Context: an optimization exercise on an open-source flow, tuned for small area. The choices shown serve that exercise and are no tape-out recipe.
In this exercise RTL edits were held to simulation tests only and were not proved equivalent to the original.
Power is estimated from default activity; no workload was simulated.

== alpha ==
==> flow/design.v <==
`timescale 1ns/1ps
module gt_add #(parameter int N = 8) (
    input  logic [N-1:0] a,
    input  logic [N-1:0] b,
    input  logic         ci,
    output logic [N-1:0] s
);
    logic [N:0] c;
    assign c[0] = ci;
    for (genvar i = 0; i < N; i++) begin : g_bit
        assign s[i]   = a[i] ^ b[i] ^ c[i];
        assign c[i+1] = (a[i] & b[i]) | (a[i] & c[i]) | (b[i] & c[i]);
    end
endmodule
module gt_seq (
    input  logic clk25M,
    input  logic reset,
    input  logic frame_tick,
    output logic busy,
    output logic b1,
    output logic b2,
    output logic b3
);
    logic [5:0] seq;
    assign busy = (seq != 6'b100010);
    assign b1 = (seq[3:0] == 4'b0000);
    assign b2 = !seq[5] && !seq[4] && !seq[2] && !seq[1];
    assign b3 = !seq[5] && !seq[3] && !seq[2] && !seq[0];
    always_ff @(posedge clk25M) begin
        if (reset)     seq <= 6'b100010;
        else if (busy) seq <= {seq[4:0], seq[5] ^ seq[4] ^ seq[2] ^ seq[1]};
        else           seq <= {4'b1000, !frame_tick, 1'b0};
    end
endmodule
module gt_hq (
    input  logic       b1, b2, dir_r,
    input  logic [3:0] speed,
    input  logic [8:0] lp,
    input  logic [9:0] scan_h,
    output logic [9:0] hq,
    output logic       hc
);
    always_comb begin
        if (b1) begin
            hq = dir_r ? {6'b000000, speed} : {6'b111111, ~speed};
            hc = !dir_r;
        end else if (b2) begin
            hq = ~{lp, 1'b0};
            hc = 1'b0;
        end else begin
            hq = ~scan_h;
            hc = 1'b0;
        end
    end
endmodule
module gt_vq (
    input  logic       b1, b2,
    input  logic [6:0] lm,
    input  logic [9:0] scan_v,
    output logic [6:0] vq,
    output logic       vc
);
    always_comb begin
        if (b1) begin
            vq = 7'd0;
            vc = 1'b1;
        end else if (b2) begin
            vq = ~{1'b0, lm[6:1]};
            vc = 1'b0;
        end else begin
            vq = ~scan_v[9:3];
            vc = 1'b0;
        end
    end
endmodule
module gt_cq (
    input  logic       b2, b3, go_left,
    input  logic [9:0] scan_h,
    output logic [8:0] cq,
    output logic       cc
);
    always_comb begin
        if (b2) begin
            cq = 9'd4;
            cc = 1'b0;
        end else if (b3) begin
            cq = {9{go_left}};
            cc = !go_left;
        end else begin
            cq = ~scan_h[9:1];
            cc = 1'b0;
        end
    end
endmodule
module gt_dec (
    input  logic [9:0]  hs,
    input  logic [6:0]  vs,
    input  logic        ext,
    input  logic [15:0] alive,
    output logic        inv_hit,
    output logic [1:0]  row,
    output logic [1:0]  col
);
    logic [9:0] dh;
    logic [6:0] dv;
    logic       in_col, in_row;
    assign dh = ~hs;
    assign dv = ~vs;
    assign in_col = (dh[9:7] == 3'd0) && !dh[4];
    assign col    = dh[6:5];
    always_comb begin
        in_row = 1'b1;
        case (dv)
            7'd0, 7'd1:   row = 2'd0;
            7'd6, 7'd7:   row = 2'd1;
            7'd12, 7'd13: row = 2'd2;
            7'd18, 7'd19: row = 2'd3;
            7'd127: begin row = 2'd0; in_row = ext; end
            7'd5:   begin row = 2'd1; in_row = ext; end
            7'd11:  begin row = 2'd2; in_row = ext; end
            7'd17:  begin row = 2'd3; in_row = ext; end
            default: begin row = 2'd0; in_row = 1'b0; end
        endcase
    end
    assign inv_hit = in_col && in_row && alive[{row, col}];
endmodule
module gt_wall (
    input  logic [15:0] alive,
    input  logic        dir_r,
    input  logic [9:0]  hs,
    input  logic [5:0]  yq,
    output logic        wall,
    output logic        floor_hit
);
    logic [3:0] col_alive, row_alive;
    logic [1:0] cdir;
    logic       any_alive;
    always_comb begin
        for (int c = 0; c < 4; c++)
            col_alive[c] = alive[c] | alive[4+c] | alive[8+c] | alive[12+c];
        for (int r = 0; r < 4; r++)
            row_alive[r] = |alive[4*r +: 4];
        any_alive = |col_alive;
        if (dir_r)
            cdir = col_alive[3] ? 2'd3 : col_alive[2] ? 2'd2 : col_alive[1] ? 2'd1 : 2'd0;
        else
            cdir = col_alive[0] ? 2'd0 : col_alive[1] ? 2'd1 : col_alive[2] ? 2'd2 : 2'd3;
        if (row_alive[3])      floor_hit = yq[5];
        else if (row_alive[2]) floor_hit = yq[5] && (yq[4:0] >= 5'd6);
        else if (row_alive[1]) floor_hit = yq[5] && (yq[4:0] >= 5'd12);
        else                   floor_hit = yq[5] && (yq[4:0] >= 5'd18);
    end
    assign wall = any_alive && hs[9] && (hs[8:7] == {2{!dir_r}})
               && (hs[6:5] == ~cdir) && hs[4] && (hs[3:0] != 4'd0);
endmodule
module gt_pix (
    input  logic [9:0] scan_h,
    input  logic [9:0] scan_v,
    input  logic [8:0] cs,
    input  logic [7:0] ls,
    input  logic [8:0] lp,
    input  logic       la,
    input  logic       inv_hit,
    input  logic [1:0] row,
    output logic [2:0] cls
);
    wire can_px = (scan_v[9:3] == 7'd55) && (cs[8:3] == 6'b111111);
    wire las_px = la && (scan_h[9:1] == lp) && !scan_h[0] && (ls[7:1] == 7'h7f);
    always_comb begin
        if (las_px)       cls = 3'b111;
        else if (can_px)  cls = 3'b110;
        else if (inv_hit) begin
            case (row)
                2'd0:    cls = 3'b101;
                2'd1:    cls = 3'b011;
                2'd2:    cls = 3'b010;
                default: cls = 3'b100;
            endcase
        end else          cls = 3'b000;
    end
endmodule
module game_top (
    input  logic              clk25M,
    input  logic              reset,
    input  logic              frame_tick,
    input  logic              btn_left,
    input  logic              btn_right,
    input  logic              btn_fire,
    input  logic [3:0]        speed,
    input  logic              scan_en,
    input  logic [9:0]        scan_h,
    input  logic [9:0]        scan_v,
    output logic              busy,
    output logic              pixel_en,
    output logic [11:0]       pixel_color
);
    logic        b1, b2, b3;
    logic [9:0]  fx;
    logic [5:0]  yq;
    logic [15:0] alive;
    logic        dir_r;
    logic [8:0]  cp;
    logic        la;
    logic [8:0]  lp;
    logic [6:0]  lm;
    gt_seq u_seq (.clk25M(clk25M), .reset(reset), .frame_tick(frame_tick),
                  .busy(busy), .b1(b1), .b2(b2), .b3(b3));
    logic [9:0] hq, hs;
    logic       hc;
    logic [6:0] vq, vs;
    logic       vc;
    logic [8:0] cq, cs;
    logic       cc;
    logic [7:0] ls;
    wire go_left  = btn_left && (cp != 9'd0);
    wire go_right = btn_right && (cp < 9'd312);
    gt_hq u_hq (.b1(b1), .b2(b2), .dir_r(dir_r), .speed(speed), .lp(lp), .scan_h(scan_h), .hq(hq), .hc(hc));
    gt_add #(10) u_ha (.a(fx), .b(hq), .ci(hc), .s(hs));
    gt_vq u_vq (.b1(b1), .b2(b2), .lm(lm), .scan_v(scan_v), .vq(vq), .vc(vc));
    gt_add #(7) u_va (.a({1'b0, yq}), .b(vq), .ci(vc), .s(vs));
    gt_cq u_cq (.b2(b2), .b3(b3), .go_left(go_left), .scan_h(scan_h), .cq(cq), .cc(cc));
    gt_add #(9) u_ca (.a(cp), .b(cq), .ci(cc), .s(cs));
    gt_add #(8) u_la (.a({1'b0, lm}), .b(b2 ? 8'hff : ~scan_v[9:2]), .ci(1'b0), .s(ls));
    logic       inv_hit, wall, floor_hit;
    logic [1:0] row, col;
    gt_dec u_dec (.hs(hs), .vs(vs), .ext(b2 && lm[0]), .alive(alive),
                  .inv_hit(inv_hit), .row(row), .col(col));
    gt_wall u_wall (.alive(alive), .dir_r(dir_r), .hs(hs), .yq(yq),
                    .wall(wall), .floor_hit(floor_hit));
    wire hit     = b2 && la && inv_hit;
    wire la_left = la && !hit;
    always_ff @(posedge clk25M) begin
        if (reset) begin
            fx    <= 10'd32;
            yq    <= 6'd4;
            dir_r <= 1'b1;
            cp    <= 9'd156;
            la    <= 1'b0;
        end else begin
            if (b1) begin
                if (wall) begin
                    dir_r <= !dir_r;
                    if (!floor_hit) yq <= vs[5:0];
                end else begin
                    fx <= hs;
                end
            end
            if (b2) la <= la_left ? !ls[7] : btn_fire;
            if (b3 && (go_left || go_right)) cp <= cs;
        end
    end
    always_ff @(posedge clk25M) begin
        for (int i = 0; i < 16; i++)
            alive[i] <= reset || (alive[i] && !(hit && {row, col} == 4'(i)));
    end
    always_ff @(posedge clk25M) begin
        if (b2) begin
            lm <= la_left ? ls[6:0] : 7'd108;
            if (!la_left) lp <= cs;
        end
    end
    logic [2:0] cls, cls_q1, cls_q2;
    logic [1:0] en_q;
    gt_pix u_pix (.scan_h(scan_h), .scan_v(scan_v), .cs(cs), .ls(ls), .lp(lp), .la(la),
                  .inv_hit(inv_hit), .row(row), .cls(cls));
    always_ff @(posedge clk25M) begin
        cls_q1 <= cls;
        cls_q2 <= cls_q1;
    end
    always_ff @(posedge clk25M) begin
        if (reset) en_q <= 2'b00;
        else       en_q <= {en_q[0], scan_en};
    end
    assign pixel_en = en_q[1];
    assign pixel_color = {{4{cls_q2[2]}},
                          cls_q2[1] | (cls_q2[2] & !cls_q2[0]),
                          {3{cls_q2[1]}},
                          {4{cls_q2[0]}}};
endmodule
Settings: LEC_CHECK=0, ABC_AREA=1, CAP_MARGIN=20, CORE_MARGIN=2, CORE_UTILIZATION=40, GPL_TIMING_DRIVEN=0, SLEW_MARGIN=20; clock period 6.0 ns.
run.sh (not shown) runs the stock make flow with config.mk's settings and CLKGATE_MAP_FILE= SYNTH_SCRIPT=/design/flow/synth_recipe.tcl, a recipe that flattens the netlist after the stock synthesis.
diff inputs: alpha => beta
--- a/flow/config.mk
+++ b/flow/config.mk
@@ -7,3 +7,2 @@
 export LEC_CHECK = 0
-export ABC_AREA = 1
 export CAP_MARGIN = 20
Notes after the runs:
Status beta: flow complete, layout not clean - setup timing
Relative to alpha, wire length has increased by 18% in beta.
Comparing alpha and beta, the lower number of standard cells after synthesis is on beta.
For the synthesized-area fraction occupied by xor and xnor cells, beta came in 2.2 points higher than alpha did.
Post-synth design cell area in beta vs alpha: up 250 um^2
Measured against alpha, the net count after synthesis of beta comes out at 0.944 times the reference value.
beta improves on alpha in clock power.
When the final numbers for alpha and beta were put side by side, the final worst-path cycle share turned out to be greater in beta.
Cmp beta vs alpha: sequential power share lower in beta
## Diff of input files: gamma against beta
--- a/flow/config.mk
+++ b/flow/config.mk
@@ -7,2 +7,3 @@
 export LEC_CHECK = 0
+export ABC_AREA = 1
 export CAP_MARGIN = 20
@@ -10,3 +11,3 @@
 export CORE_UTILIZATION = 40
-export GPL_TIMING_DRIVEN = 0
+export CTS_BUF_LIST = sky130_fd_sc_hd__clkbuf_4
 export SLEW_MARGIN = 20
Results
Summary of gamma and beta: one run falls short of a clean finish, namely beta.
A kind of critical path of reg -> reg is what beta shows, while in -> reg belongs to gamma.
gamma vs beta: share of synthesized area spent on multiplexers down in gamma
Comparing net count after synthesis for gamma and beta, the smaller number came from beta.
Of gamma and beta, gamma shows the lower global-route usage, with beta above it.
[compare] base=beta new=gamma: die span in y decreased 2.9 um, hold slack increased 17 ps, highest attainable clock frequency grew by 5.7%, final worst-path cycle share fell by 5.5 points.
The register fraction of the total cell area reported for gamma is greater than that of beta by 4.0 points.
gamma vs beta — power dropped by more than 10%
Compared to beta, gamma shows a wider setup margin.
For beta, the critical path launch point was u_seq.seq[4]$_SDFF_PP0_, unlike gamma, where it was speed[0].
Looking at critical path buffer and inverter count, gamma sits 1 below beta.
For delta, these inputs were changed with respect to gamma:
==> flow/flow/run.sh (new file) <==
#!/bin/bash
# The standard layout with two changes: the smallest buffer on the ports,
# and a clock tree without dummy loads.
set -euo pipefail
bash standard.sh \
  "BUFFER_PORTS_ARGS=-buffer_cell sky130_fd_sc_hd__buf_1" \
  "CTS_ARGS=-sink_clustering_enable -repair_clock_nets -dont_use_dummy_load -buf_list sky130_fd_sc_hd__clkbuf_8" \
  finish > standard.log 2>&1
==> flow/standard.sh (new file) <==
#!/bin/bash
# synth_recipe.tcl (not shown) runs the flow's synth.tcl, then flattens the netlist and writes it again
# the make line also repeats each setting of config.mk as NAME=value (left out here)
make -C /OpenROAD-flow-scripts/flow DESIGN_CONFIG=/design/flow/config.mk WORK_HOME=/design/flow/orfs CLKGATE_MAP_FILE= SYNTH_SCRIPT=/design/flow/synth_recipe.tcl "${@:-finish}"
--- a/flow/config.mk
+++ b/flow/config.mk
@@ -7,7 +7,6 @@
 export LEC_CHECK = 0
-export ABC_AREA = 1
+export ABC_AREA = 0
 export CAP_MARGIN = 20
 export CORE_MARGIN = 2
-export CORE_UTILIZATION = 40
-export CTS_BUF_LIST = sky130_fd_sc_hd__clkbuf_4
+export CORE_UTILIZATION = 65
 export SLEW_MARGIN = 20
removed: flow/run.sh
[summary]
From gamma to delta the numbers moved as follows: largest net degree at the start of global routing picked up an extra 12, fraction of power consumed by the clock network higher, tap cell count fell 44, relative contribution of combinational cells to total power moved down, logic depth of the worst path, buffers included decreased 1.
Cell count: delta vs gamma down 92
From gamma to delta the numbers moved as follows: post-synthesis cell type count increased 17; number of cells on the worst reg-to-reg path decreased by 4.2% relative to the old numbers.
The following lists how epsilon was set up differently from delta:
==> flow/flow/run.sh <==
#!/bin/bash
# The standard layout, with the smallest buffer on the ports.
set -euo pipefail
bash standard.sh "BUFFER_PORTS_ARGS=-buffer_cell sky130_fd_sc_hd__buf_1" finish > standard.log 2>&1
--- a/flow/config.mk
+++ b/flow/config.mk
@@ -7,6 +7,10 @@
 export LEC_CHECK = 0
-export ABC_AREA = 0
+export ABC_AREA = 1
 export CAP_MARGIN = 20
 export CORE_MARGIN = 2
-export CORE_UTILIZATION = 65
+export CORE_UTILIZATION = 40
+export CTS_BUF_LIST = sky130_fd_sc_hd__clkbuf_8
+export CTS_CLUSTER_DIAMETER = 200
+export CTS_CLUSTER_SIZE = 40
+export GPL_TIMING_DRIVEN = 0
 export SLEW_MARGIN = 20
Notes after the runs:
- epsilon finished every stage and its layout cleared the timing, DRC and antenna checks.
- Summary of epsilon over delta: clock group power rose 43%; post-CTS clock slew at the launch and capture registers of the worst setup and hold paths rose 20 ps; power in combinational cells fell about 14%.
- Going from delta to epsilon, pre-CTS setup slack fell by 560 ps; number of tap cells inserted rose by 44.

==> what the ideal ports hide <==
The flow's constraints put no driver on any port. The routed layouts listed below were extracted and timed again, unchanged, in two steps.
Step 1 (the two cells are an assumption about what drives the block):
set clk [get_ports {clk25M}]
set_driving_cell -lib_cell sky130_fd_sc_hd__clkbuf_16 $clk
set_driving_cell -lib_cell sky130_fd_sc_hd__buf_2 [delete_from_list [all_inputs] $clk]
Step 2 adds t to the input delays and takes it off the output delays; t is the mean of the earliest and latest rising clock arrival at the registers after step 1. Input paths then give back, and output paths get back, about the clock's delay inside the block.
Slacks: ideal / step 1 / step 2; pairs: ideal / step 1.
| run | shift t [ns] | slack for setup (ns) | slew at the worst register clock pin (ns) | worst data-port slew with drivers (ns) |
|---|---|---|---|---|
| alpha | 0.374 | 0.197 / 0.212 / -0.162 | 0.06 / 0.06 | 0.04 |
| beta | 0.383 | -0.089 / -0.089 / -0.455 | 0.06 / 0.06 | 0.04 |
| gamma | 0.479 | 0.241 / 0.250 / -0.229 | 0.12 / 0.12 | 0.05 |
| delta | 0.370 | 0.184 / 0.194 / -0.177 | 0.07 / 0.07 | 0.03 |
| epsilon | 0.404 | 0.329 / 0.340 / -0.064 | 0.08 / 0.08 | 0.04 |
Met with ideal ports but missed after step 2: setup timing in alpha, gamma, delta and epsilon. For gamma, which loses most, drivers alone change the setup slack by +0.009 ns; drivers and shift together by -0.470 ns.
